This is an optimization exercise on Yosys and OpenROAD, whose aim is small area, a short achievable clock period and few clock cycles, not a production implementation. Function was checked by simulation only, so behaviour that the tests miss may differ from the original. Power is estimated from default activity; no workload was simulated.

`design/flow/run.sh`:
```
#!/bin/bash
# synth_recipe.tcl (not shown) runs the flow's synth.tcl, then flattens the netlist and writes it again
# the make line also repeats each setting of config.mk as NAME=value (left out here)
make -C /OpenROAD-flow-scripts/flow DESIGN_CONFIG=/design/flow/config.mk WORK_HOME=/design/flow/orfs CLKGATE_MAP_FILE= SYNTH_SCRIPT=/design/flow/synth_recipe.tcl finish
```
`design/flow/config.mk`:
```
export PLATFORM = sky130hd
export DESIGN_NAME = postfix_eval_top
export DESIGN_NICKNAME = postfix_eval_top
export VERILOG_FILES = /design/flow/design.v
export SDC_FILE = /design/flow/constraint.sdc
export NUM_CORES = 4
export LEC_CHECK = 0
export ABC_CLOCK_PERIOD_IN_PS = 3500
export CAP_MARGIN = 20
export CORE_MARGIN = 2
export CORE_UTILIZATION = 40
export SETUP_SLACK_MARGIN = 5
export SLEW_MARGIN = 20
```
`design/flow/constraint.sdc`:
```
create_clock -name core_clock -period 10.0 [get_ports {clk}]
set_input_delay 2.0000 -clock core_clock [delete_from_list [all_inputs] [get_ports {clk}]]
set_output_delay 2.0000 -clock core_clock [all_outputs]
set_load 0.01 [all_outputs]
```
`design/flow/design.v`:
```
package pxe_pkg;
  localparam int WORD_W = 32;
  typedef logic [WORD_W-1:0] word_t;
  localparam logic [1:0] KIND_NUMBER   = 2'd0;
  localparam logic [1:0] KIND_OPERATOR = 2'd1;
  localparam logic [1:0] OP_ADD = 2'd0;
  localparam logic [1:0] OP_SUB = 2'd1;
  localparam logic [1:0] OP_MUL = 2'd2;
  localparam logic [1:0] OP_DIV = 2'd3;
  localparam logic [2:0] ST_OK            = 3'd0;
  localparam logic [2:0] ST_FEW_OPERANDS  = 3'd1;
  localparam logic [2:0] ST_DIV_ZERO      = 3'd2;
  localparam logic [2:0] ST_UNEXPECTED    = 3'd3;
  localparam logic [2:0] ST_FEW_OPERATORS = 3'd4;
  localparam logic [2:0] ST_OVERFLOW      = 3'd5;
  typedef struct packed {
    logic [1:0]         token_kind;
    logic signed [31:0] number_value;
    logic [1:0]         op_code;
    logic               last_token;
  } tok_req_t;
  typedef struct packed {
    logic signed [31:0] result_value;
    logic [2:0]         status;
  } res_req_t;
  typedef struct packed {
    logic push;
    logic pop;
  } cell_ctl_t;
endpackage
module pxe_cell (
  input  pxe_pkg::word_t a,
  input  pxe_pkg::word_t b,
  output pxe_pkg::word_t r0,
  output pxe_pkg::word_t r1,
  output pxe_pkg::word_t r2,
  output pxe_pkg::word_t r3
);
  logic [31:0] r [17];
  function automatic logic [31:0] fs(logic [31:0] x, logic [31:0] y, logic [31:0] z);
    fs = x ^ y ^ z;
  endfunction
  function automatic logic [31:0] fc(logic [31:0] x, logic [31:0] y, logic [31:0] z);
    logic [31:0] m;
    m = (x & y) | (x & z) | (y & z);
    fc = {m[30:0], 1'b0};
  endfunction
  always_comb begin
    logic [32:0] bx;
    logic [31:0] negrow;
    bx = {b, 1'b0};
    negrow = '0;
    for (int i = 0; i < 16; i++) begin
      logic neg, one, two;
      logic [31:0] mag;
      neg = bx[2*i+2];
      one = bx[2*i+1] ^ bx[2*i];
      two = (bx[2*i+2] & ~bx[2*i+1] & ~bx[2*i]) | (~bx[2*i+2] & bx[2*i+1] & bx[2*i]);
      mag = ({32{one}} & a) | ({32{two}} & {a[30:0], 1'b0});
      r[i] = ({32{neg}} ^ mag) << (2 * i);
      negrow[2*i] = neg;
    end
    r[16] = negrow;
  end
  logic [31:0] l1 [12];
  logic [31:0] l2 [8];
  logic [31:0] l3 [6];
  always_comb begin
    for (int i = 0; i < 5; i++) begin
      l1[2*i]   = fs(r[3*i], r[3*i+1], r[3*i+2]);
      l1[2*i+1] = fc(r[3*i], r[3*i+1], r[3*i+2]);
    end
    l1[10] = r[15];
    l1[11] = r[16];
    for (int i = 0; i < 4; i++) begin
      l2[2*i]   = fs(l1[3*i], l1[3*i+1], l1[3*i+2]);
      l2[2*i+1] = fc(l1[3*i], l1[3*i+1], l1[3*i+2]);
    end
    for (int i = 0; i < 2; i++) begin
      l3[2*i]   = fs(l2[3*i], l2[3*i+1], l2[3*i+2]);
      l3[2*i+1] = fc(l2[3*i], l2[3*i+1], l2[3*i+2]);
    end
    l3[4] = l2[6];
    l3[5] = l2[7];
  end
  assign r0 = fs(l3[0], l3[1], l3[2]);
  assign r1 = fc(l3[0], l3[1], l3[2]);
  assign r2 = fs(l3[3], l3[4], l3[5]);
  assign r3 = fc(l3[3], l3[4], l3[5]);
endmodule
module pxe_csa42 (
  input  pxe_pkg::word_t a,
  input  pxe_pkg::word_t b,
  input  pxe_pkg::word_t c,
  input  pxe_pkg::word_t d,
  output pxe_pkg::word_t s,
  output pxe_pkg::word_t t
);
  logic [31:0] x, y, m1, m2;
  assign x  = a ^ b ^ c;
  assign m1 = (a & b) | (a & c) | (b & c);
  assign y  = {m1[30:0], 1'b0};
  assign s  = x ^ y ^ d;
  assign m2 = (x & y) | (x & d) | (y & d);
  assign t  = {m2[30:0], 1'b0};
endmodule
module pxe_div (
  input  logic           clk,
  input  logic           start,
  input  logic           align,
  input  logic           step,
  input  pxe_pkg::word_t dividend,
  input  pxe_pkg::word_t divisor,
  output logic           zero_q,     
  output logic           last_step,  
  output pxe_pkg::word_t result
);
  logic [31:0] rem;
  logic [31:0] dvs;
  logic [31:0] quo;
  logic [3:0]  left;    
  logic        neg;
  logic [5:0]  lza, lzb;
  logic        zq;
  function automatic logic [5:0] clz32(logic [31:0] x);
    logic [5:0] n;
    n = 6'd32;
    for (int i = 0; i < 32; i++) begin
      if (x[i]) n = 6'(31 - i);
    end
    clz32 = n;
  endfunction
  logic [31:0] mag_a, mag_b;
  logic [5:0]  lz_a, lz_b;
  logic [6:0]  nbits;      
  logic [3:0]  nsteps;     
  assign mag_a     = dividend[31] ? -dividend : dividend;
  assign mag_b     = divisor[31] ? -divisor : divisor;
  assign lz_a      = clz32(mag_a);
  assign lz_b      = clz32(mag_b);
  assign zero_q    = zq;
  assign nbits     = 7'(lzb) - 7'(lza);
  assign nsteps    = nbits[4:1];
  assign last_step = (left == '0);
  logic [33:0] d1, d2;
  logic [34:0] d3, s3, c3;
  logic [1:0]  q;
  logic [31:0] r_n;
  assign d1 = {2'b0, rem} - {2'b0, dvs};
  assign d2 = {2'b0, rem} - {1'b0, dvs, 1'b0};
  logic [34:0] x0, x1, x2, mj;
  assign x0 = {3'b0, rem};
  assign x1 = ~{3'b0, dvs};
  assign x2 = ~{2'b0, dvs, 1'b0};
  assign s3 = x0 ^ x1 ^ x2;
  assign mj = (x0 & x1) | (x0 & x2) | (x1 & x2);
  assign c3 = {mj[33:0], 1'b1};
  assign d3 = s3 + c3 + 35'd1;
  always_comb begin
    if (!d3[34]) begin
      q = 2'd3; r_n = d3[31:0];
    end else if (!d2[33]) begin
      q = 2'd2; r_n = d2[31:0];
    end else if (!d1[33]) begin
      q = 2'd1; r_n = d1[31:0];
    end else begin
      q = 2'd0; r_n = rem;
    end
  end
  assign result = neg ? -quo : quo;
  always_ff @(posedge clk) begin
    if (start) begin
      rem <= mag_a;
      dvs <= mag_b;
      neg <= dividend[31] ^ divisor[31];
      lza <= lz_a;
      lzb <= lz_b;
      zq  <= (lz_a > lz_b);
      quo <= '0;
    end else if (align) begin
      dvs  <= dvs << {nsteps, 1'b0};
      left <= nsteps;
    end else if (step) begin
      rem  <= r_n;
      dvs  <= dvs >> 2;
      quo  <= {quo[29:0], q};
      left <= left - 1'b1;
    end
  end
endmodule
module postfix_expression_evaluator_unit #(
  parameter int STACK_DEPTH = 64
) (
  input  logic              clk,
  input  logic              rst,
  input  logic              tok_valid,
  output logic              tok_stall,
  input  pxe_pkg::tok_req_t tok,
  output logic              res_valid,
  input  logic              res_stall,
  output pxe_pkg::res_req_t res,
  input  logic              cfg_valid,
  output logic              cfg_ready,
  input  logic              cfg_data
);
  localparam int MEM_N = STACK_DEPTH - 2;
  typedef enum logic [2:0] {S_IDLE, S_MULB, S_DALN, S_DIT, S_DFIN, S_RFIN} state_t;
  state_t         state;
  logic [6:0]     cnt;
  logic [2:0]     err;
  logic           skip;
  logic           last_q;
  pxe_pkg::word_t tos;
  pxe_pkg::word_t nos;
  pxe_pkg::word_t m2, m3;
  pxe_pkg::word_t cell_q [MEM_N];
  logic              cv;
  pxe_pkg::tok_req_t ct;
  logic              cskip;
  assign cfg_ready = 1'b1;
  assign tok_stall = cv && (state != S_IDLE);
  always_ff @(posedge clk) begin
    if (!tok_stall) begin
      ct    <= tok;
      cskip <= skip;
    end
  end
  logic exec, is_num, is_op, ok, full, few, dz;
  logic t_push, t_as, t_mul, t_div;
  logic [2:0] t_err;
  assign exec   = cv && (state == S_IDLE);
  assign is_num = (ct.token_kind == pxe_pkg::KIND_NUMBER);
  assign is_op  = (ct.token_kind == pxe_pkg::KIND_OPERATOR);
  assign ok     = (err == pxe_pkg::ST_OK);
  assign full   = cnt[6];
  assign few    = (cnt[6:1] == '0);
  assign dz     = (tos == '0);
  assign t_push = exec && ok && is_num && !full;
  assign t_as   = exec && ok && is_op && !few && !ct.op_code[1];
  assign t_mul  = exec && ok && is_op && !few && (ct.op_code == pxe_pkg::OP_MUL);
  assign t_div  = exec && ok && is_op && !few && (ct.op_code == pxe_pkg::OP_DIV) && !dz;
  always_comb begin
    t_err = err;
    if (ok) begin
      if (is_num) begin
        if (full) t_err = pxe_pkg::ST_OVERFLOW;
      end else if (is_op) begin
        if (few) t_err = pxe_pkg::ST_FEW_OPERANDS;
        else if (ct.op_code == pxe_pkg::OP_DIV && dz) t_err = pxe_pkg::ST_DIV_ZERO;
      end else if (!cskip) begin
        t_err = pxe_pkg::ST_UNEXPECTED;
      end
    end
  end
  pxe_pkg::word_t mr0, mr1, mr2, mr3, ms, mt, add_a, add_b, sum, div_r;
  logic div_zero_q, div_last, sub, mulb;
  pxe_cell u_mul (
    .a  (nos),
    .b  (tos),
    .r0 (mr0),
    .r1 (mr1),
    .r2 (mr2),
    .r3 (mr3)
  );
  pxe_csa42 u_csa (
    .a (tos),
    .b (nos),
    .c (m2),
    .d (m3),
    .s (ms),
    .t (mt)
  );
  assign mulb  = (state == S_MULB);
  assign sub   = !mulb && ct.op_code[0];
  assign add_a = mulb ? ms : nos;
  assign add_b = mulb ? mt : (tos ^ {32{sub}});
  assign sum   = add_a + add_b + {31'd0, sub};
  pxe_div u_div (
    .clk       (clk),
    .start     (t_div),
    .align     (state == S_DALN),
    .step      (state == S_DIT),
    .dividend  (nos),
    .divisor   (tos),
    .zero_q    (div_zero_q),
    .last_step (div_last),
    .result    (div_r)
  );
  logic           pop;
  pxe_pkg::word_t pop_val;
  assign pop     = t_as || mulb ||
                   (state == S_DALN && div_zero_q) || (state == S_DFIN);
  assign pop_val = (state == S_DALN) ? '0 :
                   (state == S_DFIN) ? div_r : sum;
  logic           ev;
  pxe_pkg::word_t n_tos;
  logic [6:0]     n_cnt;
  logic [2:0]     n_err;
  always_comb begin
    n_tos = tos;
    n_cnt = cnt;
    n_err = err;
    ev    = 1'b0;
    if (exec) begin
      n_err = t_err;
      ev    = ct.last_token && !t_mul && !t_div;
      if (t_push) begin
        n_tos = ct.number_value;
        n_cnt = cnt + 7'd1;
      end
    end
    if (pop) begin
      n_tos = pop_val;
      n_cnt = cnt - 7'd1;
      ev    = exec ? ct.last_token : last_q;
    end
    if (state == S_RFIN) ev = 1'b1;
  end
  logic out_free;
  pxe_pkg::res_req_t r_next;
  assign out_free = !res_valid || !res_stall;
  always_comb begin
    r_next.result_value = '0;
    r_next.status       = n_err;
    if (n_err == pxe_pkg::ST_OK) begin
      if (n_cnt == '0) begin
        r_next.status = pxe_pkg::ST_FEW_OPERANDS;
      end else if (n_cnt != 7'd1) begin
        r_next.status = pxe_pkg::ST_FEW_OPERATORS;
      end else begin
        r_next.result_value = n_tos;
      end
    end
  end
  always_ff @(posedge clk) begin
    if (t_push) begin
      tos <= ct.number_value;
      nos <= tos;
    end else if (t_mul) begin
      tos <= mr0;
      nos <= mr1;
    end else if (pop) begin
      tos <= pop_val;
      nos <= cell_q[0];
    end
  end
  always_ff @(posedge clk) begin
    m2 <= mr2;
    m3 <= mr3;
  end
  logic c_hold;
  assign c_hold = !(t_push || pop);
  genvar g;
  generate
    for (g = 0; g < MEM_N; g++) begin : g_cell
      pxe_pkg::word_t prev_d, next_d;
      if (g == 0) begin : g_top
        assign prev_d = nos;
      end else begin : g_body
        assign prev_d = cell_q[g-1];
      end
      if (g == MEM_N - 1) begin : g_end
        assign next_d = '0;
      end else begin : g_mid
        assign next_d = cell_q[g+1];
      end
      always_ff @(posedge clk) begin
        cell_q[g] <= ({32{c_hold}} & cell_q[g]) | ({32{t_push}} & prev_d) | ({32{pop}} & next_d);
      end
    end
  endgenerate
  always_ff @(posedge clk) begin
    if (exec) last_q <= ct.last_token;
  end
  always_ff @(posedge clk) begin
    if (rst) begin
      cv        <= 1'b0;
      state     <= S_IDLE;
      cnt       <= '0;
      err       <= pxe_pkg::ST_OK;
      skip      <= 1'b0;
      res_valid <= 1'b0;
    end else begin
      if (!tok_stall) cv <= tok_valid;
      if (cfg_valid) skip <= cfg_data;
      if (res_valid && !res_stall) res_valid <= 1'b0;
      cnt <= n_cnt;
      err <= n_err;
      unique case (state)
        S_IDLE: begin
          if (t_mul)      state <= S_MULB;
          else if (t_div) state <= S_DALN;
        end
        S_MULB:  state <= S_IDLE;
        S_DALN:  state <= div_zero_q ? S_IDLE : S_DIT;
        S_DIT:   if (div_last) state <= S_DFIN;
        S_DFIN:  state <= S_IDLE;
        S_RFIN:  ;
        default: state <= S_IDLE;
      endcase
      if (ev) begin
        if (out_free) begin
          res_valid <= 1'b1;
          res       <= r_next;
          cnt       <= '0;
          err       <= pxe_pkg::ST_OK;
          state     <= S_IDLE;
        end else begin
          state     <= S_RFIN;
        end
      end
    end
  end
endmodule
module postfix_eval_top (
  input  logic        clk,
  input  logic        rst,
  input  logic        tok_valid,
  output logic        tok_stall,
  input  logic [1:0]  tok_kind,
  input  logic [31:0] tok_value,
  input  logic [1:0]  tok_op,
  input  logic        tok_last,
  output logic        res_valid,
  input  logic        res_stall,
  output logic [31:0] res_value,
  output logic [2:0]  res_status,
  input  logic        cfg_valid,
  output logic        cfg_ready,
  input  logic        cfg_data
);
  pxe_pkg::tok_req_t tok;
  pxe_pkg::res_req_t res;
  assign tok.token_kind   = tok_kind;
  assign tok.number_value = tok_value;
  assign tok.op_code      = tok_op;
  assign tok.last_token   = tok_last;
  assign res_value        = res.result_value;
  assign res_status       = res.status;
  postfix_expression_evaluator_unit #(
    .STACK_DEPTH(64)
  ) u_pxe (
    .clk       (clk),
    .rst       (rst),
    .tok_valid (tok_valid),
    .tok_stall (tok_stall),
    .tok       (tok),
    .res_valid (res_valid),
    .res_stall (res_stall),
    .res       (res),
    .cfg_valid (cfg_valid),
    .cfg_ready (cfg_ready),
    .cfg_data  (cfg_data)
  );
endmodule
```
==> flow_summary.ini, run 1 <==
[run_status]
status = timing/DRC/antenna clean

[placed_design]
place_congestion = 0.977
dp_cells = 15800
numPortBuffers = 79
post-dp-hpwl_mm = 181

[sta]
skew_ns = 0.0857
relSlewSlack_pct = 16.6
fin_crit_ns = 5.03
setup_tns_ns = 0
rsz0062_at_grt = yes
setup_viol = 0
period_share_pct = 50.3
fmax_mhz = 199
worst-slew-pin-transition_ns = 1.25
drv_slew = 0
hold_viol = 0

[setup_path]
crit_path_end_kind = flop
reg2reg_from = u_pxe.tos[7]$_DFFE_PP_
cp-start-kind = flop
cp_max_fo = 25
crit_slowest_cell = fa_1
r2r_setup_slack_ns = 4.97
path_buf_inv = 3
rr_endpoint = u_pxe.tos[31]$_DFFE_PP_
cpMostUsedCell = xnor2_1
worst-setup-path-type = reg2reg
worstPathCellList = buf_4, nand2_1, o22ai_1, buf_6, a22oi_1, xnor2_1, fa_1, fa_1, inv_1, fa_1, xnor2_1, xnor2_1, xnor2_1, xnor2_1, xnor2_1, xor2_1, xnor2_1, xnor2_1, mux2i_1, o21ai_1
reg2reg_depth = 20
cp_top_family = XOR/XNOR gates
required_ns = 10.59
arrival_ns = 5.62
critPathMaxStageDelay_ns = 0.55

[grt]
grt_start_max_net_pins = 237
grt_pass1_wl_mm = 453
grt_pass1_vias = 81500
antenna_found_initial = 7
grt_usage_pct = 19.5
overflow = 0

[synthesis]
yosysTopAreaCell = dfxtp_1
synth-edff-count = 217
synth_async_sr_flop_share_pct = 0
avgSynthCellArea_um2 = 8.39
synth_seq_cells = 2281
synth_common_cells = nand2_1, a22oi_1, dfxtp_1, clkbuf_1, xnor2_1
yosysWarnings = 8
synth_top_area_share_pct = 37.9
ys_top_cells_by_area = dfxtp_1, nand2_1, a22oi_1, edfxtp_1, fa_1
synth_area_um2 = 109000
ys.flop_type = dfxtp_1
yosysMostFrequentCell = nand2_1
netlist_instances = 13000
ys_seq_area_share_pct = 43.9
syn_nets = 13500
yosysUniqueCellTypes = 98

[routing]
first_pass_iters = 9
drc = 0
ant_nets = 0
totalWireLength_mm = 285
drtIter0Drc = 9073
vias = 89300
vias_per_cell = 5.47
wire_per_inst_um = 17.5

[cts]
insertion_delay_ns = 0.90
root_buffer = clkbuf_16
htreeDepth = 4
cts_hold_buf = 0
cts.clk_slew.worst_paths_ns = 0.07
cts_tree = built
clk_path_buf_depth = 3
clock_sinks = 2281
cts_buffers = 240

[run]
cap_violations = 0

[finish]
final_cell_count_no_fill = 16300
nets = 13100
regArea_um2 = 47800
drive_above_1_share_pct = 5.97
fillCellCount = 26300
multi_input_area_um2 = 56800
syn2layout_area_growth_pct = 11.4

[floorplan]
die_h_um = 526
core-area_um2 = 271000
num_rows = 191
die_x_um = 526
start_util_pct = 40.2
ios = 81
die-area_um2 = 277000

[min_path]
whs_path_depth = 0
min_from = u_pxe.skip$_SDFFE_PP0P_
min_to = u_pxe.cskip$_DFFE_PN_
hp-class = reg2reg

[power_and_ir_drop]
ir_worst_vdd_mv = 0.208
leakage_uw = 0.0522
power_density_nw_per_um2 = 180
## flip-flops by register name, summed over array words and instances, names as in the netlist, 3 cells and up
name and count:
u_pxe.u_div.lza 5, u_pxe.cell_q 1984, u_pxe.res 35, u_pxe.u_div.quo 32
u_pxe.cnt 7, u_pxe.u_div.left 4, u_pxe.err 3, u_pxe.state 3
u_pxe.u_div.rem 32, u_pxe.m2 23, u_pxe.u_div.dvs 32, u_pxe.m3 8
u_pxe.nos 32, u_pxe.tos 32, u_pxe.u_div.lzb 5, u_pxe.ct 37
## report_power, final
| group | switching [µW] | internal (µW) |
|---|---|---|
| Combinational | 1960 | 1170 |
| Sequential | 199 | 9490 |
| Clock | 3790 | 5280 |
| Total | 5940 | 15900 |
## cell usage in the layout (no fill, tap or decap), drive strengths merged, types with 59 or more instances in the layout
cell              n
nand3            94
edfxtp          217
clkinv           59
o21ai           287
a31oi            77
fa              239
clkdlybuf4s50    79
a211oi           66
inv             266
ha              234
buf             233
nor2            304
a22oi          2197
a21o             59
a21oi           318
xor2            101
xnor2           415
clkbuf          360
nand2          4428
dfxtp          2064
## repair_timing
item	in CTS	in global routing
cloned	2	4
gates resized for setup	58	95
pin swaps	5	17
setup endpoints to repair	518	474
buffers inserted	12	68
## through the flow
stage          utilization (%)  power (µW)  cell area [µm²]  setup slack (ns)  hold slack [ns]
2_1_floorplan                -       11700           109000              5.00            0.369
3_3_place_gp              41.3       12800           112000              3.54            0.424
3_5_place_dp              41.3       12900           112000              3.48            0.421
4_1_cts                   44.5       22000           120000              4.82            0.435
5_1_grt                   44.8       22800           121000              4.78            0.466
6_report                  44.8       21900           121000              4.97            0.440
## routing by layer
metal | wire [µm] | track usage [%]
met1 | 128000 | 26.7
met3 | 18100 | 3.26
met5 | 48 | 0
met2 | 126000 | 30.3
met4 | 12900 | 8.35
## cells by family after synthesis
logic type	share of synthesized area, %
AO/OA/AOI/OAI	21.5
XOR/XNOR	4.16
adder cells (fa/ha/maj)	7.08
buffers and inverters	4.44
flip-flops	43.9
multiplexers	0.536
other	0.00344
AND/OR/NAND/NOR	18.4
## worst register-to-register path, delay by kind of cell, from the launching register on
family                   cells  cell delay (ns)
buffers and inverters        3             0.68
multiplexers                 1             0.14
AO/OA/AOI/OAI                3             0.44
AND/OR/NAND/NOR              1             0.12
XOR/XNOR                     9             1.53
flip-flops                   1             0.41
adder cells (fa/ha/maj)      3             1.42
## final cells by class
type | count | share of cell area (%)
diodes | 1 | 0.00206
clock buffers | 355 | 5.79
clock inverters | 82 | 0.925
inverters | 266 | 0.866
multi-input cells | 9439 | 46.8
flip-flops and latches | 2281 | 39.4
well taps | 3570 | 3.68
repair buffers | 317 | 2.52
## worst max path at each step
stage | from | to | slack [ns] | cells after the start
finish | u_pxe.tos[7]$_DFFE_PP_ | u_pxe.tos[31]$_DFFE_PP_ | 4.97 | 20
global route | u_pxe.tos[13]$_DFFE_PP_ | u_pxe.tos[31]$_DFFE_PP_ | 4.78 | 22
CTS | u_pxe.tos[5]$_DFFE_PP_ | u_pxe.tos[31]$_DFFE_PP_ | 4.82 | 20
detailed placement | u_pxe.tos[11]$_DFFE_PP_ | u_pxe.tos[31]$_DFFE_PP_ | 3.48 | 18
global placement | u_pxe.tos[11]$_DFFE_PP_ | u_pxe.tos[31]$_DFFE_PP_ | 3.54 | 18
floorplan | u_pxe.tos[13]$_DFFE_PP_ | u_pxe.tos[31]$_DFFE_PP_ | 5.00 | 21
Testbench counts, summed over its fixed seeds: cycles 42,309.
==> run 2: changes to the inputs <==
--- a/design/flow/design.v
+++ b/design/flow/design.v
@@ -204,8 +204,13 @@
   input  logic              cfg_data
 );
   localparam int MEM_N = STACK_DEPTH - 2;
-  typedef enum logic [2:0] {S_IDLE, S_MULB, S_DALN, S_DIT, S_DFIN, S_RFIN} state_t;
+  typedef enum logic [1:0] {S_IDLE, S_MULB, S_DWAIT, S_RFIN} state_t;
+  typedef enum logic [1:0] {D_OFF, D_ALN, D_IT, D_FIN} dstate_t;
   state_t         state;
+  dstate_t        dst;
+  logic           dbg;       
+  logic           mbg;       
+  logic           bg_one;    
   logic [6:0]     cnt;
   logic [2:0]     err;
   logic           skip;
@@ -217,28 +222,32 @@
   logic              cv;
   pxe_pkg::tok_req_t ct;
   logic              cskip;
+  logic              exec;
   assign cfg_ready = 1'b1;
-  assign tok_stall = cv && (state != S_IDLE);
+  assign tok_stall = cv && !exec;
   always_ff @(posedge clk) begin
     if (!tok_stall) begin
       ct    <= tok;
       cskip <= skip;
     end
   end
-  logic exec, is_num, is_op, ok, full, few, dz;
+  logic is_num, is_op, is_div, ok, full, few, dz, div_busy;
   logic t_push, t_as, t_mul, t_div;
   logic [2:0] t_err;
-  assign exec   = cv && (state == S_IDLE);
-  assign is_num = (ct.token_kind == pxe_pkg::KIND_NUMBER);
-  assign is_op  = (ct.token_kind == pxe_pkg::KIND_OPERATOR);
-  assign ok     = (err == pxe_pkg::ST_OK);
-  assign full   = cnt[6];
-  assign few    = (cnt[6:1] == '0);
-  assign dz     = (tos == '0);
-  assign t_push = exec && ok && is_num && !full;
-  assign t_as   = exec && ok && is_op && !few && !ct.op_code[1];
-  assign t_mul  = exec && ok && is_op && !few && (ct.op_code == pxe_pkg::OP_MUL);
-  assign t_div  = exec && ok && is_op && !few && (ct.op_code == pxe_pkg::OP_DIV) && !dz;
+  assign div_busy = (dst != D_OFF);
+  assign is_num   = (ct.token_kind == pxe_pkg::KIND_NUMBER);
+  assign is_op    = (ct.token_kind == pxe_pkg::KIND_OPERATOR);
+  assign is_div   = is_op && (ct.op_code == pxe_pkg::OP_DIV);
+  assign exec     = cv && ((state == S_IDLE) ? !(div_busy && (is_div || ct.last_token)) :
+                             (state == S_MULB) ? (mbg && !ct.last_token && !res_valid) : 1'b0);
+  assign ok       = (err == pxe_pkg::ST_OK);
+  assign full     = cnt[6];
+  assign few      = (cnt[6:1] == '0);
+  assign dz       = (tos == '0);
+  assign t_push   = exec && ok && is_num && !full;
+  assign t_as     = exec && ok && is_op && !few && !ct.op_code[1];
+  assign t_mul    = exec && ok && is_op && !few && (ct.op_code == pxe_pkg::OP_MUL);
+  assign t_div    = exec && ok && is_div && !few && !dz;
   always_comb begin
     t_err = err;
     if (ok) begin
@@ -246,14 +255,14 @@
         if (full) t_err = pxe_pkg::ST_OVERFLOW;
       end else if (is_op) begin
         if (few) t_err = pxe_pkg::ST_FEW_OPERANDS;
-        else if (ct.op_code == pxe_pkg::OP_DIV && dz) t_err = pxe_pkg::ST_DIV_ZERO;
+        else if (is_div && dz) t_err = pxe_pkg::ST_DIV_ZERO;
       end else if (!cskip) begin
         t_err = pxe_pkg::ST_UNEXPECTED;
       end
     end
   end
-  pxe_pkg::word_t mr0, mr1, mr2, mr3, ms, mt, add_a, add_b, sum, div_r;
-  logic div_zero_q, div_last, sub, mulb;
+  pxe_pkg::word_t mr0, mr1, mr2, mr3, ms, mt, add_a, add_b, sum, div_r, div_v;
+  logic div_zero_q, div_last, div_done, sub, mulb;
   pxe_cell u_mul (
     .a  (nos),
     .b  (tos),
@@ -278,20 +287,20 @@
   pxe_div u_div (
     .clk       (clk),
     .start     (t_div),
-    .align     (state == S_DALN),
-    .step      (state == S_DIT),
+    .align     (dst == D_ALN),
+    .step      (dst == D_IT),
     .dividend  (nos),
     .divisor   (tos),
     .zero_q    (div_zero_q),
     .last_step (div_last),
     .result    (div_r)
   );
+  assign div_done = (dst == D_ALN && div_zero_q) || (dst == D_FIN);
+  assign div_v    = (dst == D_ALN) ? '0 : div_r;
   logic           pop;
   pxe_pkg::word_t pop_val;
-  assign pop     = t_as || mulb ||
-                   (state == S_DALN && div_zero_q) || (state == S_DFIN);
-  assign pop_val = (state == S_DALN) ? '0 :
-                   (state == S_DFIN) ? div_r : sum;
+  assign pop     = t_as || (mulb && !mbg) || (div_done && !dbg);
+  assign pop_val = (state == S_DWAIT) ? div_v : sum;
   logic           ev;
   pxe_pkg::word_t n_tos;
   logic [6:0]     n_cnt;
@@ -312,17 +321,22 @@
     if (pop) begin
       n_tos = pop_val;
       n_cnt = cnt - 7'd1;
-      ev    = exec ? ct.last_token : last_q;
+      ev    = exec ? ct.last_token : (mulb && last_q);
     end
     if (state == S_RFIN) ev = 1'b1;
   end
-  logic out_free;
+  logic out_free, bg_ev;
   pxe_pkg::res_req_t r_next;
   assign out_free = !res_valid || !res_stall;
+  assign bg_ev    = (div_done && dbg) || (mulb && mbg);
   always_comb begin
     r_next.result_value = '0;
     r_next.status       = n_err;
-    if (n_err == pxe_pkg::ST_OK) begin
+    if (bg_ev) begin
+      r_next.status = pxe_pkg::ST_OK;
+      if (bg_one) r_next.result_value = (mulb && mbg) ? sum : div_v;
+      else        r_next.status       = pxe_pkg::ST_FEW_OPERATORS;
+    end else if (n_err == pxe_pkg::ST_OK) begin
       if (n_cnt == '0) begin
         r_next.status = pxe_pkg::ST_FEW_OPERANDS;
       end else if (n_cnt != 7'd1) begin
@@ -345,8 +359,10 @@
     end
   end
   always_ff @(posedge clk) begin
-    m2 <= mr2;
-    m3 <= mr3;
+    if (t_mul) begin
+      m2 <= mr2;
+      m3 <= mr3;
+    end
   end
   logic c_hold;
   assign c_hold = !(t_push || pop);
@@ -371,11 +387,15 @@
   endgenerate
   always_ff @(posedge clk) begin
     if (exec) last_q <= ct.last_token;
+    if (t_div) dbg <= ct.last_token;
+    if (t_mul) mbg <= ct.last_token;
+    if ((t_div || t_mul) && ct.last_token) bg_one <= (cnt == 7'd2);
   end
   always_ff @(posedge clk) begin
     if (rst) begin
       cv        <= 1'b0;
       state     <= S_IDLE;
+      dst       <= D_OFF;
       cnt       <= '0;
       err       <= pxe_pkg::ST_OK;
       skip      <= 1'b0;
@@ -388,17 +408,32 @@
       err <= n_err;
       unique case (state)
         S_IDLE: begin
-          if (t_mul)      state <= S_MULB;
-          else if (t_div) state <= S_DALN;
+          if (t_mul)                           state <= S_MULB;
+          else if (t_div && !ct.last_token)    state <= S_DWAIT;
         end
-        S_MULB:  state <= S_IDLE;
-        S_DALN:  state <= div_zero_q ? S_IDLE : S_DIT;
-        S_DIT:   if (div_last) state <= S_DFIN;
-        S_DFIN:  state <= S_IDLE;
+        S_MULB:  if (!mbg || out_free) state <= S_IDLE;
+        S_DWAIT: if (div_done) state <= S_IDLE;
         S_RFIN:  ;
         default: state <= S_IDLE;
       endcase
-      if (ev) begin
+      unique case (dst)
+        D_OFF:   if (t_div) dst <= D_ALN;
+        D_ALN:   if (!div_zero_q) dst <= D_IT;
+                 else if (!dbg || out_free) dst <= D_OFF;
+        D_IT:    if (div_last) dst <= D_FIN;
+        D_FIN:   if (!dbg || out_free) dst <= D_OFF;
+        default: dst <= D_OFF;
+      endcase
+      if ((t_div || t_mul) && ct.last_token) begin
+        cnt <= '0;
+        err <= pxe_pkg::ST_OK;
+      end
+      if (bg_ev) begin
+        if (out_free) begin
+          res_valid <= 1'b1;
+          res       <= r_next;
+        end
+      end else if (ev) begin
         if (out_free) begin
           res_valid <= 1'b1;
           res       <= r_next;
==> run 2 against run 1 <==
Against the previous run:
- critical path depth stayed put
- first-iteration DRC count is 6.9% higher
- power grew 2.4%
- utilization grew 0.25 points
- critical endpoint is now u_pxe.u_div.zq$_DFFE_PP_
- highest routed layer unchanged
==> flow_summary.ini, run 2 <==
[run_status]
status = timing/DRC/antenna clean

[placed_design]
place_congestion = 0.940
dp_slack_ns = 3.90
post-dp-hpwl_mm = 182
numPortBuffers = 79

[sta]
hold_viol = 0
drv_slew = 0
setup_viol = 0
worst-slew-pin-transition_ns = 1.21
fmax_mhz = 204
relSlewSlack_pct = 19.6
skew_ns = 0.0647
setup_tns_ns = 0
period_share_pct = 49.1
fin_crit_ns = 4.91
rsz0062_at_grt = yes
layout_setup_ws_ns = 5.09

[synthesis]
synth_common_cells = nand2_1, a22oi_1, dfxtp_1, clkbuf_1, xnor2_1
ys.flop_type = dfxtp_1
yosysWarnings = 8
netlist_instances = 13100
synthMuxAreaShare_pct = 1.15
syn_nets = 13600
synthAdderAreaFrac_pct = 7.07
yosysMostFrequentCell = nand2_1
synth-edff-count = 252
synth_async_sr_flop_share_pct = 0
avgSynthCellArea_um2 = 8.41
synth_compound_area_share_pct = 21.2
yosysTopAreaCell = dfxtp_1
synth-simple-area-share_pct = 18.2
yosysUniqueCellTypes = 92
synth_xor_area_share_pct = 4.12
synth_area_um2 = 110000
ys_seq_area_share_pct = 43.8
synth_seq_cells = 2285
synth_top_area_share_pct = 36.9
ys_top_cells_by_area = dfxtp_1, nand2_1, a22oi_1, edfxtp_1, fa_1
synth_top_family_by_area = compound AO/OA/AOI/OAI gates

[finish]
final_common_cell = nand2_1
syn2layout_area_growth_pct = 12.0
regArea_um2 = 48300
fillCellCount = 26600
top_register = u_pxe.cell_q
multi_input_area_um2 = 57600
largest_reg_flops = 1984
mostFrequentLayoutCells = nand2_1, a22oi_1, dfxtp_1
drive_above_1_share_pct = 6.28
nets = 13200
top_regs = u_pxe.cell_q: 1984 flops, u_pxe.ct: 37 flops, u_pxe.res: 35 flops

[power_and_ir_drop]
power_density_nw_per_um2 = 181
leakage_uw = 0.0530
ir_worst_vdd_mv = 0.149

[routing]
vias = 91400
drtIter0Drc = 9701
totalWireLength_mm = 295
drc = 0
ant_nets = 0
first_pass_iters = 9
vias_per_cell = 5.55
wire_per_inst_um = 17.9

[floorplan]
num_rows = 192
die_h_um = 529
start_util_pct = 40.2
core-area_um2 = 274000
die_x_um = 529
die-area_um2 = 280000
ios = 81

[grt]
overflow = 0
antenna_found_initial = 7
grt_start_max_net_pins = 238
grt_pass1_vias = 83300
grt_pass1_wl_mm = 464
grt_usage_pct = 20.0

[cts]
cts_tree = built
cts.clk_slew.worst_paths_ns = 0.06
cts_buffers = 268
htreeDepth = 5
root_buffer = clkbuf_16
clock_sinks = 2285
cts_hold_buf = 0
insertion_delay_ns = 0.85
clk_path_buf_depth = 4

[setup_path]
reg2reg_depth = 20
required_ns = 10.53
arrival_ns = 5.44
cp-start-kind = flop
crit_path_end_kind = flop
worst-setup-path-type = reg2reg
r2r_setup_slack_ns = 5.09
cp_max_fo = 28

[run]
cap_violations = 0

[min_path]
hp-class = reg2reg
whs_path_depth = 2
## run 2: cell types whose count changed in the layout (fill, tap and decap cells not counted), moves of 20 or more
cell,change
a31oi_1,-28
buf_6,+25
clkbuf_16,+37
dfxtp_1,-33
edfxtp_1,+35
inv_1,+20
mux2i_1,+63
nand2_1,-27
nand3_1,-28
o21ai_0,+34
o22ai_1,+30
## run 2: where the power goes
part	internal, µW	switching (µW)	total [µW]
registers	9530	219	9750
clock network	5720	3870	9590
logic	1190	1870	3060
total	16400	5960	22400
## run 2: final cells by class
type                            count  share of cell area, %
Multi-Input combinational cell   9524                   46.7
Sequential cell                  2285                   39.1
Clock buffer                      384                   6.35
Tap cell                         3589                   3.64
Timing Repair Buffer              333                   2.68
Inverter                          287                  0.901
Clock inverter                     79                  0.640
Antenna cell                        4                0.00811
## run 2: cells by family (layout without fill, tap and decap cells)
logic type / Yosys count / after routing
compound gates: 3306 / 3306
buf+inv: 1299 / 1083
fa+ha+maj: 479 / 479
other cells: 1 / 5
xor+xnor: 519 / 519
flops: 2285 / 2285
simple gates: 5089 / 5093
mux: 126 / 126
## run 2: path summary, 6_finish.rpt
path / startpoint / to
worst max register to register: u_pxe.nos[1]$_DFFE_PP_ / u_pxe.u_div.zq$_DFFE_PP_
worst min-delay path: u_pxe.cell_q[50][15]$_DFF_P_ / u_pxe.cell_q[49][15]$_DFF_P_
worst max-delay path: u_pxe.nos[1]$_DFFE_PP_ / u_pxe.u_div.zq$_DFFE_PP_
worst min register to register: u_pxe.cell_q[50][15]$_DFF_P_ / u_pxe.cell_q[49][15]$_DFF_P_
## run 2: through the flow
step	area [µm²]	utilization, %	total power (µW)	hold WS [ns]	std cells
final	123000	45.1	22400	0.449	16500
after global routing	123000	45.1	23400	0.468	16500
after CTS	122000	44.6	22600	0.452	16400
after detailed placement	113000	41.3	12900	0.450	15900
after global placement	113000	41.3	12900	0.445	15900
after floorplan	110000	-	11900	0.408	13100
## run 2: repair_timing
action / 4_1_cts / 5_1_grt
setup endpoints to repair: 1029 / 1496
pin swaps: 4 / 18
resized for setup: 80 / 127
gates cloned: 2 / 10
setup buffers: 21 / 73
## run 2: critical path, stage by stage, from the launching register on
cell and delay (ns):
edfxtp_1 0.36, buf_6 0.30, clkinvlp_4 0.28, ha_2 0.29
nand2b_1 0.17, xnor2_1 0.20, o311a_1 0.34, o21ai_0 0.28
a21oi_1 0.12, o21ai_0 0.22, nand2_1 0.10, a311o_1 0.35
a311oi_2 0.38, ha_1 0.30, nor2b_1 0.13, o21a_1 0.16
o21a_1 0.15, o21ai_0 0.14, nand2b_1 0.07, a21oi_1 0.16
a31oi_1 0.06
## run 2: per-layer routing
| layer | track usage (%) | vias up | wire [µm] |
|---|---|---|---|
| li1 | - | 44800 | - |
| met1 | 27.9 | 43000 | 132000 |
| met4 | 8.78 | 4 | 13700 |
| met5 | 0 | - | 29 |
| met2 | 29.9 | 2851 | 126000 |
| met3 | 3.63 | 740 | 22900 |
Testbench counts of run 2, summed over its fixed seeds: cycles 40,790.
==> run 3: changes to the inputs <==
--- a/design/flow/design.v
+++ b/design/flow/design.v
@@ -121,7 +121,6 @@
   logic [3:0]  left;    
   logic        neg;
   logic [5:0]  lza, lzb;
-  logic        zq;
   function automatic logic [5:0] clz32(logic [31:0] x);
     logic [5:0] n;
     n = 6'd32;
@@ -131,31 +130,29 @@
     clz32 = n;
   endfunction
   logic [31:0] mag_a, mag_b;
-  logic [5:0]  lz_a, lz_b;
   logic [6:0]  nbits;      
   logic [3:0]  nsteps;     
   assign mag_a     = dividend[31] ? -dividend : dividend;
   assign mag_b     = divisor[31] ? -divisor : divisor;
-  assign lz_a      = clz32(mag_a);
-  assign lz_b      = clz32(mag_b);
-  assign zero_q    = zq;
+  assign zero_q    = (lza > lzb);
   assign nbits     = 7'(lzb) - 7'(lza);
   assign nsteps    = nbits[4:1];
   assign last_step = (left == '0);
   logic [33:0] d1, d2;
-  logic [34:0] d3, s3, c3;
+  logic [34:0] d3;
   logic [1:0]  q;
   logic [31:0] r_n;
   assign d1 = {2'b0, rem} - {2'b0, dvs};
   assign d2 = {2'b0, rem} - {1'b0, dvs, 1'b0};
-  logic [34:0] x0, x1, x2, mj;
-  assign x0 = {3'b0, rem};
-  assign x1 = ~{3'b0, dvs};
-  assign x2 = ~{2'b0, dvs, 1'b0};
-  assign s3 = x0 ^ x1 ^ x2;
-  assign mj = (x0 & x1) | (x0 & x2) | (x1 & x2);
-  assign c3 = {mj[33:0], 1'b1};
-  assign d3 = s3 + c3 + 35'd1;
+  logic [34:0] x0, x1, x2, s3, mj;
+  logic [35:0] d3w;
+  assign x0  = {3'b0, rem};
+  assign x1  = ~{3'b0, dvs};
+  assign x2  = ~{2'b0, dvs, 1'b0};
+  assign s3  = x0 ^ x1 ^ x2;
+  assign mj  = (x0 & x1) | (x0 & x2) | (x1 & x2);
+  assign d3w = {s3, 1'b1} + {mj[33:0], 1'b1, 1'b1};
+  assign d3  = d3w[35:1];
   always_comb begin
     if (!d3[34]) begin
       q = 2'd3; r_n = d3[31:0];
@@ -172,12 +169,11 @@
     if (start) begin
       rem <= mag_a;
       dvs <= mag_b;
+      lza <= clz32(mag_a);
+      lzb <= clz32(mag_b);
       neg <= dividend[31] ^ divisor[31];
-      lza <= lz_a;
-      lzb <= lz_b;
-      zq  <= (lz_a > lz_b);
       quo <= '0;
-    end else if (align) begin
+    end else if (align && !zero_q) begin
       dvs  <= dvs << {nsteps, 1'b0};
       left <= nsteps;
     end else if (step) begin
@@ -232,7 +228,7 @@
     end
   end
   logic is_num, is_op, is_div, ok, full, few, dz, div_busy;
-  logic t_push, t_as, t_mul, t_div;
+  logic t_push, t_as, t_mul, t_div, t_pop;
   logic [2:0] t_err;
   assign div_busy = (dst != D_OFF);
   assign is_num   = (ct.token_kind == pxe_pkg::KIND_NUMBER);
@@ -248,6 +244,7 @@
   assign t_as     = exec && ok && is_op && !few && !ct.op_code[1];
   assign t_mul    = exec && ok && is_op && !few && (ct.op_code == pxe_pkg::OP_MUL);
   assign t_div    = exec && ok && is_div && !few && !dz;
+  assign t_pop    = exec && ok && is_op && !few && (ct.op_code != pxe_pkg::OP_MUL);
   always_comb begin
     t_err = err;
     if (ok) begin
@@ -295,12 +292,11 @@
     .last_step (div_last),
     .result    (div_r)
   );
-  assign div_done = (dst == D_ALN && div_zero_q) || (dst == D_FIN);
-  assign div_v    = (dst == D_ALN) ? '0 : div_r;
-  logic           pop;
-  pxe_pkg::word_t pop_val;
-  assign pop     = t_as || (mulb && !mbg) || (div_done && !dbg);
-  assign pop_val = (state == S_DWAIT) ? div_v : sum;
+  assign div_done = (dst == D_FIN);
+  assign div_v    = div_r;
+  logic           pop, div_wb;
+  assign pop    = t_pop || (mulb && !mbg);
+  assign div_wb = div_done && !dbg;
   logic           ev;
   pxe_pkg::word_t n_tos;
   logic [6:0]     n_cnt;
@@ -319,9 +315,12 @@
       end
     end
     if (pop) begin
-      n_tos = pop_val;
+      n_tos = sum;
       n_cnt = cnt - 7'd1;
-      ev    = exec ? ct.last_token : (mulb && last_q);
+      ev    = exec ? (ct.last_token && !t_div) : (mulb && last_q);
+    end
+    if (div_wb) begin
+      n_tos = div_v;
     end
     if (state == S_RFIN) ev = 1'b1;
   end
@@ -354,9 +353,10 @@
       tos <= mr0;
       nos <= mr1;
     end else if (pop) begin
-      tos <= pop_val;
+      tos <= sum;
       nos <= cell_q[0];
     end
+    if (div_wb) tos <= div_v;
   end
   always_ff @(posedge clk) begin
     if (t_mul) begin
@@ -418,8 +418,7 @@
       endcase
       unique case (dst)
         D_OFF:   if (t_div) dst <= D_ALN;
-        D_ALN:   if (!div_zero_q) dst <= D_IT;
-                 else if (!dbg || out_free) dst <= D_OFF;
+        D_ALN:   dst <= div_zero_q ? D_FIN : D_IT;
         D_IT:    if (div_last) dst <= D_FIN;
         D_FIN:   if (!dbg || out_free) dst <= D_OFF;
         default: dst <= D_OFF;
==> design/flow/flow/run.sh (new file) <==
#!/bin/bash
# The standard layout (the standard.sh: ORFS synthesis to the final
# layout, unchanged) with the timing repair asked to aim for 6 ns of setup
# slack at the design's 10 ns clock, i.e. for paths of 4 ns.
set -o pipefail
bash standard.sh SETUP_SLACK_MARGIN=6.0 finish > standard_flow.log 2>&1
==> design/flow/standard.sh (new file) <==
#!/bin/bash
# synth_recipe.tcl (not shown) runs the flow's synth.tcl, then flattens the netlist and writes it again
# the make line also repeats each setting of config.mk as NAME=value (left out here)
make -C /OpenROAD-flow-scripts/flow DESIGN_CONFIG=/design/flow/config.mk WORK_HOME=/design/flow/orfs CLKGATE_MAP_FILE= SYNTH_SCRIPT=/design/flow/synth_recipe.tcl "${@:-finish}"
--- a/design/flow/config.mk
+++ b/design/flow/config.mk
@@ -5,9 +5,9 @@
 export SDC_FILE = /design/flow/constraint.sdc
 export NUM_CORES = 4
 export LEC_CHECK = 0
-export ABC_CLOCK_PERIOD_IN_PS = 3500
+export ABC_CLOCK_PERIOD_IN_PS = 3000
 export CAP_MARGIN = 20
 export CORE_MARGIN = 2
-export CORE_UTILIZATION = 40
+export CORE_UTILIZATION = 50
 export SETUP_SLACK_MARGIN = 5
 export SLEW_MARGIN = 20
removed: design/flow/run.sh
==> run 3 against run 2 <==
Against the previous run:
- critical path depth decreased by 3
- wire length increased by 12%
- clock power decreased by 8.6%
- area after synthesis decreased by 0.39%
- largest cell class unchanged
- non-clock buffer count increased by 247
- flip-flop and latch count increased by 1
- sequential power increased by 1%
- still clean on timing, DRC and antenna
- critical path type unchanged
- via count increased by 3.0%
==> flow_summary.ini, run 3 <==
[run_status]
status = timing/DRC/antenna clean

[synthesis]
ys_seq_area_share_pct = 44.0
synthAdderAreaFrac_pct = 7.08
synth_compound_area_share_pct = 21.3
synthMuxAreaShare_pct = 0.895
synth_top_area_share_pct = 37.1
synth-simple-area-share_pct = 18.1
yosysUniqueCellTypes = 92
synth_area_um2 = 110000
ys_top_cells_by_area = dfxtp_1, nand2_1, a22oi_1, edfxtp_1, fa_1
synth_seq_cells = 2286
synth_async_sr_flop_share_pct = 0
synth_xor_area_share_pct = 4.23
yosysTopAreaCell = dfxtp_1
synth_top_family_by_area = compound AO/OA/AOI/OAI gates
ys.flop_type = dfxtp_1
synth_common_cells = nand2_1, a22oi_1, dfxtp_1, clkbuf_1, xnor2_1
avgSynthCellArea_um2 = 8.44
synth-edff-count = 253
syn_nets = 13500
netlist_instances = 13000
yosysWarnings = 8
yosysMostFrequentCell = nand2_1

[power_and_ir_drop]
leakage_uw = 0.0550
ir_worst_vdd_mv = 0.230
power_density_nw_per_um2 = 209

[setup_path]
worst-setup-path-type = reg2reg
required_ns = 10.66
cp_max_fo = 24
crit_path_end_kind = flop
worstPathCellList = buf_4, a22oi_1, xnor2_1, fa_1, fa_1, inv_2, fa_2, xnor2_2, xnor2_1, xnor2_1, xnor2_1, xnor2_1, xor2_1, xnor3_1, a21oi_1, o21ai_1, a31oi_1
critPathMaxStageDelay_ns = 0.51
path_buf_inv = 2
cpMostUsedCell = xnor2_1
cp_top_family = XOR/XNOR gates
cp-start-kind = flop
arrival_ns = 5.60
critPathLaunch = u_pxe.nos[16]$_DFFE_PP_
reg2reg_from = u_pxe.nos[16]$_DFFE_PP_
crit_slowest_cell = fa_1

[floorplan]
ios = 81
num_rows = 172
die-area_um2 = 223000
core-area_um2 = 219000
start_util_pct = 50.2
die_x_um = 473
die_h_um = 473

[cts]
cts_tree = built
clk_path_buf_depth = 3
cts_buffers = 232
cts.clk_slew.worst_paths_ns = 0.06
htreeDepth = 4
root_buffer = clkbuf_16
cts_hold_buf = 0
clock_sinks = 2286
insertion_delay_ns = 0.88

[placed_design]
place_congestion = 0.980
post-dp-hpwl_mm = 202
place_area_um2 = 112000
numPortBuffers = 79
dp_cells = 15100

[routing]
drc = 0
drtIter0Drc = 9892
vias_per_cell = 5.92
vias = 94200
wire_per_inst_um = 20.8
first_pass_iters = 7
totalWireLength_mm = 330
ant_nets = 0

[sta]
relSlewSlack_pct = 15.9
setup_tns_ns = 0
whs_ns = 0.452
worst-slew-pin-transition_ns = 1.26
hold_viol = 0
rsz0062_at_grt = yes
drv_slew = 0
fin_crit_ns = 4.94
skew_ns = 0.0646
period_share_pct = 49.4
fmax_mhz = 202
setup_viol = 0

[grt]
grt_start_max_net_pins = 240
antenna_found_initial = 17
grt_pass1_wl_mm = 506
grt_usage_pct = 28.3
grt_pass1_vias = 86700
overflow = 0

[finish]
top_register = u_pxe.cell_q
drive_above_1_share_pct = 11.8
final_cell_count_no_fill = 15900
final_common_cell = nand2_1
nets = 13400
largest_reg_flops = 1984
top_regs = u_pxe.cell_q: 1984 flops, u_pxe.ct: 37 flops, u_pxe.res: 35 flops
post-route-cell-area_um2 = 127000
mostFrequentLayoutCells = nand2_1, a22oi_1, dfxtp_1
syn2layout_area_growth_pct = 16.0

[run]
cap_violations = 0

[min_path]
hp-class = reg2reg
min_from = u_pxe.cell_q[61][28]$_DFF_P_
run 3: power breakdown:
group / internal [µW] / leakage (µW) / total, µW / switching (µW)
registers: 9610 / 0.0188 / 9890 / 272
clock network: 5050 / 0.00390 / 8770 / 3710
logic: 3200 / 0.0324 / 7920 / 4720
run 3: cell type report:
type	instances	area (µm²)
Antenna cell	6	15.0
Clock buffer	350	7010
Clock inverter	75	850
Fill cell	19000	91500
Inverter	285	1260
Multi-Input combinational cell	9443	59900
Sequential cell	2286	48300
Tap cell	2871	3590
Timing Repair Buffer	580	6400
Timing Repair inverter	3	33.8
run 3: final timing paths:
| path | to | slack, ns | cells after the start |
|---|---|---|---|
| worst max-delay path | u_pxe.tos[31]$_DFFE_PP_ | 5.06 | 17 |
| worst max register to register | u_pxe.tos[31]$_DFFE_PP_ | 5.06 | 17 |
| worst min-delay path | u_pxe.cell_q[61][28]$_DFF_P_ | 0.45 | 2 |
| worst min register to register | u_pxe.cell_q[61][28]$_DFF_P_ | 0.45 | 2 |
run 3: logic make-up (layout without fill, tap and decap cells):
kind of cell             count (synthesis)  after routing
flip-flops                            2286           2286
multiplexers                            92             92
adder cells (fa/ha/maj)                478            478
AO/OA/AOI/OAI                         3259           3262
AND/OR/NAND/NOR                       5075           5082
XOR/XNOR                               528            528
buffers and inverters                 1280           1293
other                                    1              7
run 3: routing by layer:
layer | GRT usage, % | vias up | wire length [µm]
li1 | - | 44900 | -
met1 | 37.2 | 45100 | 139000
met2 | 44.3 | 3232 | 148000
met3 | 5.77 | 915 | 25100
met4 | 13.9 | 14 | 17800
met5 | 0 | - | 70
run 3: worst min-delay path, delay by kind of cell (launching register included):
family / cells / cell delay, ns
and+or+nand+nor: 2 / 0.11
DFF: 1 / 0.31
run 3: what timing repair did:
item,4_1_cts,5_1_grt
buffers inserted,244,76
resized for setup,591,311
endpoints found under the setup margin,2298,977
pin swaps,251,185
gates cloned,33,9
hold endpoints to repair,0,0
run 3: stage by stage:
stage	power [µW]	worst slack, ns	utilization, %
after global routing	27600	5.02	58.2
after floorplan	13800	5.39	-
after detailed placement	16400	4.17	51.4
final	26600	5.06	58.2
after global placement	16300	4.26	51.4
after CTS	26200	5.24	57.2
Testbench counts of run 3, summed over its fixed seeds: cycles 41,436.
==> run 4: changes to the inputs <==
--- a/design/flow/design.v
+++ b/design/flow/design.v
@@ -34,7 +34,9 @@
   output pxe_pkg::word_t r0,
   output pxe_pkg::word_t r1,
   output pxe_pkg::word_t r2,
-  output pxe_pkg::word_t r3
+  output pxe_pkg::word_t r3,
+  output pxe_pkg::word_t r4,
+  output pxe_pkg::word_t r5
 );
   logic [31:0] r [17];
   function automatic logic [31:0] fs(logic [31:0] x, logic [31:0] y, logic [31:0] z);
@@ -64,7 +66,6 @@
   end
   logic [31:0] l1 [12];
   logic [31:0] l2 [8];
-  logic [31:0] l3 [6];
   always_comb begin
     for (int i = 0; i < 5; i++) begin
       l1[2*i]   = fs(r[3*i], r[3*i+1], r[3*i+2]);
@@ -76,33 +77,37 @@
       l2[2*i]   = fs(l1[3*i], l1[3*i+1], l1[3*i+2]);
       l2[2*i+1] = fc(l1[3*i], l1[3*i+1], l1[3*i+2]);
     end
-    for (int i = 0; i < 2; i++) begin
-      l3[2*i]   = fs(l2[3*i], l2[3*i+1], l2[3*i+2]);
-      l3[2*i+1] = fc(l2[3*i], l2[3*i+1], l2[3*i+2]);
-    end
-    l3[4] = l2[6];
-    l3[5] = l2[7];
   end
-  assign r0 = fs(l3[0], l3[1], l3[2]);
-  assign r1 = fc(l3[0], l3[1], l3[2]);
-  assign r2 = fs(l3[3], l3[4], l3[5]);
-  assign r3 = fc(l3[3], l3[4], l3[5]);
+  assign r0 = fs(l2[0], l2[1], l2[2]);
+  assign r1 = fc(l2[0], l2[1], l2[2]);
+  assign r2 = fs(l2[3], l2[4], l2[5]);
+  assign r3 = fc(l2[3], l2[4], l2[5]);
+  assign r4 = l2[6];
+  assign r5 = l2[7];
 endmodule
-module pxe_csa42 (
+module pxe_csa62 (
   input  pxe_pkg::word_t a,
   input  pxe_pkg::word_t b,
   input  pxe_pkg::word_t c,
   input  pxe_pkg::word_t d,
+  input  pxe_pkg::word_t e,
+  input  pxe_pkg::word_t f,
   output pxe_pkg::word_t s,
   output pxe_pkg::word_t t
 );
-  logic [31:0] x, y, m1, m2;
-  assign x  = a ^ b ^ c;
-  assign m1 = (a & b) | (a & c) | (b & c);
-  assign y  = {m1[30:0], 1'b0};
-  assign s  = x ^ y ^ d;
-  assign m2 = (x & y) | (x & d) | (y & d);
-  assign t  = {m2[30:0], 1'b0};
+  logic [31:0] x0, y0, x1, y1, x2, y2, m0, m1, m2, m3;
+  assign x0 = a ^ b ^ c;
+  assign m0 = (a & b) | (a & c) | (b & c);
+  assign y0 = {m0[30:0], 1'b0};
+  assign x1 = d ^ e ^ f;
+  assign m1 = (d & e) | (d & f) | (e & f);
+  assign y1 = {m1[30:0], 1'b0};
+  assign x2 = x0 ^ y0 ^ x1;
+  assign m2 = (x0 & y0) | (x0 & x1) | (y0 & x1);
+  assign y2 = {m2[30:0], 1'b0};
+  assign s  = x2 ^ y2 ^ y1;
+  assign m3 = (x2 & y2) | (x2 & y1) | (y2 & y1);
+  assign t  = {m3[30:0], 1'b0};
 endmodule
 module pxe_div (
   input  logic           clk,
@@ -213,7 +218,7 @@
   logic           last_q;
   pxe_pkg::word_t tos;
   pxe_pkg::word_t nos;
-  pxe_pkg::word_t m2, m3;
+  pxe_pkg::word_t m2, m3, m4, m5;
   pxe_pkg::word_t cell_q [MEM_N];
   logic              cv;
   pxe_pkg::tok_req_t ct;
@@ -258,7 +263,7 @@
       end
     end
   end
-  pxe_pkg::word_t mr0, mr1, mr2, mr3, ms, mt, add_a, add_b, sum, div_r, div_v;
+  pxe_pkg::word_t mr0, mr1, mr2, mr3, mr4, mr5, ms, mt, add_a, add_b, sum, div_r, div_v;
   logic div_zero_q, div_last, div_done, sub, mulb;
   pxe_cell u_mul (
     .a  (nos),
@@ -266,13 +271,17 @@
     .r0 (mr0),
     .r1 (mr1),
     .r2 (mr2),
-    .r3 (mr3)
+    .r3 (mr3),
+    .r4 (mr4),
+    .r5 (mr5)
   );
-  pxe_csa42 u_csa (
+  pxe_csa62 u_csa (
     .a (tos),
     .b (nos),
     .c (m2),
     .d (m3),
+    .e (m4),
+    .f (m5),
     .s (ms),
     .t (mt)
   );
@@ -362,6 +371,8 @@
     if (t_mul) begin
       m2 <= mr2;
       m3 <= mr3;
+      m4 <= mr4;
+      m5 <= mr5;
     end
   end
   logic c_hold;
==> design/flow/run.sh (new file) <==
#!/bin/bash
# synth_recipe.tcl (not shown) runs the flow's synth.tcl, then flattens the netlist and writes it again
# the make line also repeats each setting of config.mk as NAME=value (left out here)
make -C /OpenROAD-flow-scripts/flow DESIGN_CONFIG=/design/flow/config.mk WORK_HOME=/design/flow/orfs CLKGATE_MAP_FILE= SYNTH_SCRIPT=/design/flow/synth_recipe.tcl finish
--- a/design/flow/config.mk
+++ b/design/flow/config.mk
@@ -5,9 +5,9 @@
 export SDC_FILE = /design/flow/constraint.sdc
 export NUM_CORES = 4
 export LEC_CHECK = 0
-export ABC_CLOCK_PERIOD_IN_PS = 3000
+export ABC_CLOCK_PERIOD_IN_PS = 3500
 export CAP_MARGIN = 20
 export CORE_MARGIN = 2
-export CORE_UTILIZATION = 50
+export CORE_UTILIZATION = 45
 export SETUP_SLACK_MARGIN = 5
 export SLEW_MARGIN = 20
removed: design/flow/flow/run.sh
removed: design/flow/standard.sh
==> run 4 against run 3 <==
Against the previous run:
- still clean
- fmax about the same
- die area up 13%
- cell count rose by 1.9%
- wire length decreased by 6.1%
- clock power rose by 5.6%
- clock-buffer cell count increased by 2
- setup slack improved by 0.0013 ns
- via count down 1.3%
- non-clock buffer count decreased by 317
- worst hold slack got worse by 0.0063 ns
==> flow_summary.ini, run 4 <==
[synthesis]
synth-simple-area-share_pct = 18.3
ys_top_cells_by_area = dfxtp_1, nand2_1, a22oi_1, edfxtp_1, fa_1
synth_common_cells = nand2_1, a22oi_1, dfxtp_1, clkbuf_1, xnor2_1
synth_async_sr_flop_share_pct = 0
synth_top_area_share_pct = 36.6
yosysUniqueCellTypes = 86
synth_seq_cells = 2308
synth_top_family_by_area = compound AO/OA/AOI/OAI gates
yosysTopAreaCell = dfxtp_1
netlist_instances = 13300
ys.flop_type = dfxtp_1
synth_compound_area_share_pct = 21.2
yosysMostFrequentCell = nand2_1
avgSynthCellArea_um2 = 8.39
synth_area_um2 = 111000
synth-edff-count = 275
yosysWarnings = 7
ys_seq_area_share_pct = 44.0
synthAdderAreaFrac_pct = 7.03
syn_nets = 13800
synthMuxAreaShare_pct = 0.809
synth_xor_area_share_pct = 4.01

[floorplan]
core-area_um2 = 246000
num_rows = 182
die-area_um2 = 251000
ios = 81
start_util_pct = 45.2
die_h_um = 501
die_x_um = 501

[finish]
largest_reg_flops = 1984
multi_input_area_um2 = 57600
drive_above_1_share_pct = 5.38
final_common_cell = nand2_1
fillCellCount = 22500
mostFrequentLayoutCells = nand2_1, a22oi_1, dfxtp_1
top_register = u_pxe.cell_q
regArea_um2 = 49000
syn2layout_area_growth_pct = 10.6
nets = 13300
top_regs = u_pxe.cell_q: 1984 flops, u_pxe.ct: 37 flops, u_pxe.res: 35 flops

[placed_design]
post-dp-hpwl_mm = 202
numPortBuffers = 79
place_congestion = 0.961

[sta]
setup_tns_ns = 0
relSlewSlack_pct = 19.9
fmax_mhz = 202
rsz0062_at_grt = yes
setup_viol = 0
drv_slew = 0
fin_crit_ns = 4.94
skew_ns = 0.0844
period_share_pct = 49.4
worst-slew-pin-transition_ns = 1.19
hold_viol = 0

[setup_path]
crit_path_end_kind = flop
arrival_ns = 5.53
worst-setup-path-type = reg2reg
required_ns = 10.59
cp-start-kind = flop
cp_max_fo = 20

[power_and_ir_drop]
power_density_nw_per_um2 = 173
clockPowerShare_pct = 43.4
seqPwrFrac_pct = 46.0
p_int_uw = 15800
ir_worst_vdd_mv = 0.136
power_frac_comb_pct = 10.6
power.share.switching_pct = 25.9
p_sw_uw = 5530
p_total_uw = 21300
leakage_uw = 0.0531

[min_path]
hp-class = reg2reg

[grt]
antenna_found_initial = 10
grt_start_max_net_pins = 244
overflow = 0
grt_pass1_wl_mm = 483
grt_pass1_vias = 85100
grt_usage_pct = 23.6

[routing]
ant_nets = 0
first_pass_iters = 6
wire_per_inst_um = 19.2
drc = 0
totalWireLength_mm = 310
vias_per_cell = 5.74
vias = 93000
drtIter0Drc = 9503

[cts]
cts_buffers = 241
htreeDepth = 4
cts.clk_slew.worst_paths_ns = 0.06
root_buffer = clkbuf_16
clk_path_buf_depth = 3
cts_tree = built
insertion_delay_ns = 0.90
clock_sinks = 2308

[run]
cap_violations = 0

[run_status]
status = timing/DRC/antenna clean
## run 4: cell count changes in the layout (fill, tap and decap cells not counted), moves of 53 or more
cell     delta
fa_2       -62
a22oi_2    -94
inv_2      -62
nand2_1    +58
inv_1     +174
fa_1       +61
nor2_1     +74
a22oi_1    +94
buf_4     -197
o21ai_0   +109
xnor2_2    -53
## run 4: path summary, 6_finish.rpt
kind,from,endpoint,slack (ns),depth (start not counted)
worst max-delay path,u_pxe.tos[11]$_DFFE_PP_,u_pxe.tos[19]$_DFFE_PP_,5.06,13
worst max register to register,u_pxe.tos[11]$_DFFE_PP_,u_pxe.tos[19]$_DFFE_PP_,5.06,13
worst min-delay path,u_pxe.skip$_SDFFE_PP0P_,u_pxe.cskip$_DFFE_PN_,0.45,0
worst min register to register,u_pxe.skip$_SDFFE_PP0P_,u_pxe.cskip$_DFFE_PN_,0.45,0
## run 4: power groups by stage
stage / clock [µW] / combinational, µW / sequential (µW)
4_1_cts: 9530 / 2190 / 9800
6_report: 9260 / 2260 / 9800
3_5_place_dp: 0 / 2160 / 10000
2_1_floorplan: 0 / 1310 / 9930
5_1_grt: 9920 / 2450 / 9820
3_3_place_gp: 0 / 2130 / 9990
## run 4: through the flow
step	util, %	hold WS (ns)	instances	cell area [µm²]	setup slack, ns
after floorplan	-	0.408	13300	111000	5.11
after global placement	46.3	0.425	15700	114000	3.92
after detailed placement	46.3	0.422	15700	114000	4.15
after CTS	49.8	0.432	16200	123000	4.78
after global routing	50.0	0.450	16200	123000	4.98
final	50.1	0.446	16200	123000	5.06
## run 4: timing repair
item	in CTS	in global routing
gates resized for setup	64	66
cloned	2	5
buffers inserted	8	18
setup endpoints to repair	859	963
pin swaps	4	7
hold buffers	0	0
## run 4: cells by family (layout without fill, tap and decap cells)
| kind of cell | after synthesis | in the layout |
|---|---|---|
| other | 1 | 8 |
| AND/OR/NAND/NOR | 5186 | 5188 |
| XOR/XNOR | 509 | 509 |
| adder cells (fa/ha/maj) | 482 | 482 |
| AO/OA/AOI/OAI | 3306 | 3308 |
| flip-flops | 2308 | 2308 |
| multiplexers | 87 | 87 |
| buffers and inverters | 1379 | 1091 |
## run 4: worst max-delay path: stages (launching register included)
cell      delay, ns
edfxtp_1       0.38
buf_6          0.21
inv_2          0.53
ha_2           0.68
a22oi_1        0.21
xnor2_1        0.23
fa_1           0.47
fa_1           0.52
inv_1          0.05
fa_1           0.61
nand2_1        0.12
nand2_1        0.14
a21oi_1        0.07
o22ai_1        0.34
## run 4: metal layers
layer	vias up	track usage, %	part of all wire (%)
met4	4	10.0	4.7
li1	45100	-	-
met5	-	0	0.010
met3	629	3.92	6.3
met1	44600	33.1	46
met2	2600	35.8	43
## run 4: final cells by class
| class | count | area share (%) |
|---|---|---|
| multi-input cells | 9575 | 46.8 |
| flip-flops and latches | 2308 | 39.8 |
| clock buffers | 352 | 5.79 |
| well taps | 3220 | 3.27 |
| repair buffers | 263 | 2.15 |
| inverters | 381 | 1.18 |
| clock inverters | 95 | 1.03 |
| diodes | 7 | 0.0142 |
Testbench counts of run 4, summed over its fixed seeds: cycles 41,436.

afterwards: timing with drivers on the ports:
Ports are ideal in the flow. The routed layouts listed here were re-timed in OpenROAD. Step 1: set_driving_cell puts a clkbuf_16 on clk and a buf_2 on each other input, an assumption about the parent block. Step 2 moves the port delays by t, midway between the first and last clock arrival at a register: inputs arrive t later, outputs are due t later. That takes back most of the time a late clock gives input paths. Three values: no drivers, after step 1, after step 2; two values: the first two.
| run | t (ns) | slack for setup (ns) | worst data-port slew with drivers (ns) |
|---|---|---|---|
| run 1 | 0.949 | 4.970 / 4.970 / 4.970 | 0.05 |
| run 2 | 0.900 | 5.094 / 5.094 / 5.094 | 0.07 |
| run 3 | 0.932 | 5.059 / 5.059 / 5.059 | 0.26 |
| run 4 | 0.935 | 5.060 / 5.053 / 5.060 | 0.22 |
After both steps every run listed still meets setup and hold.
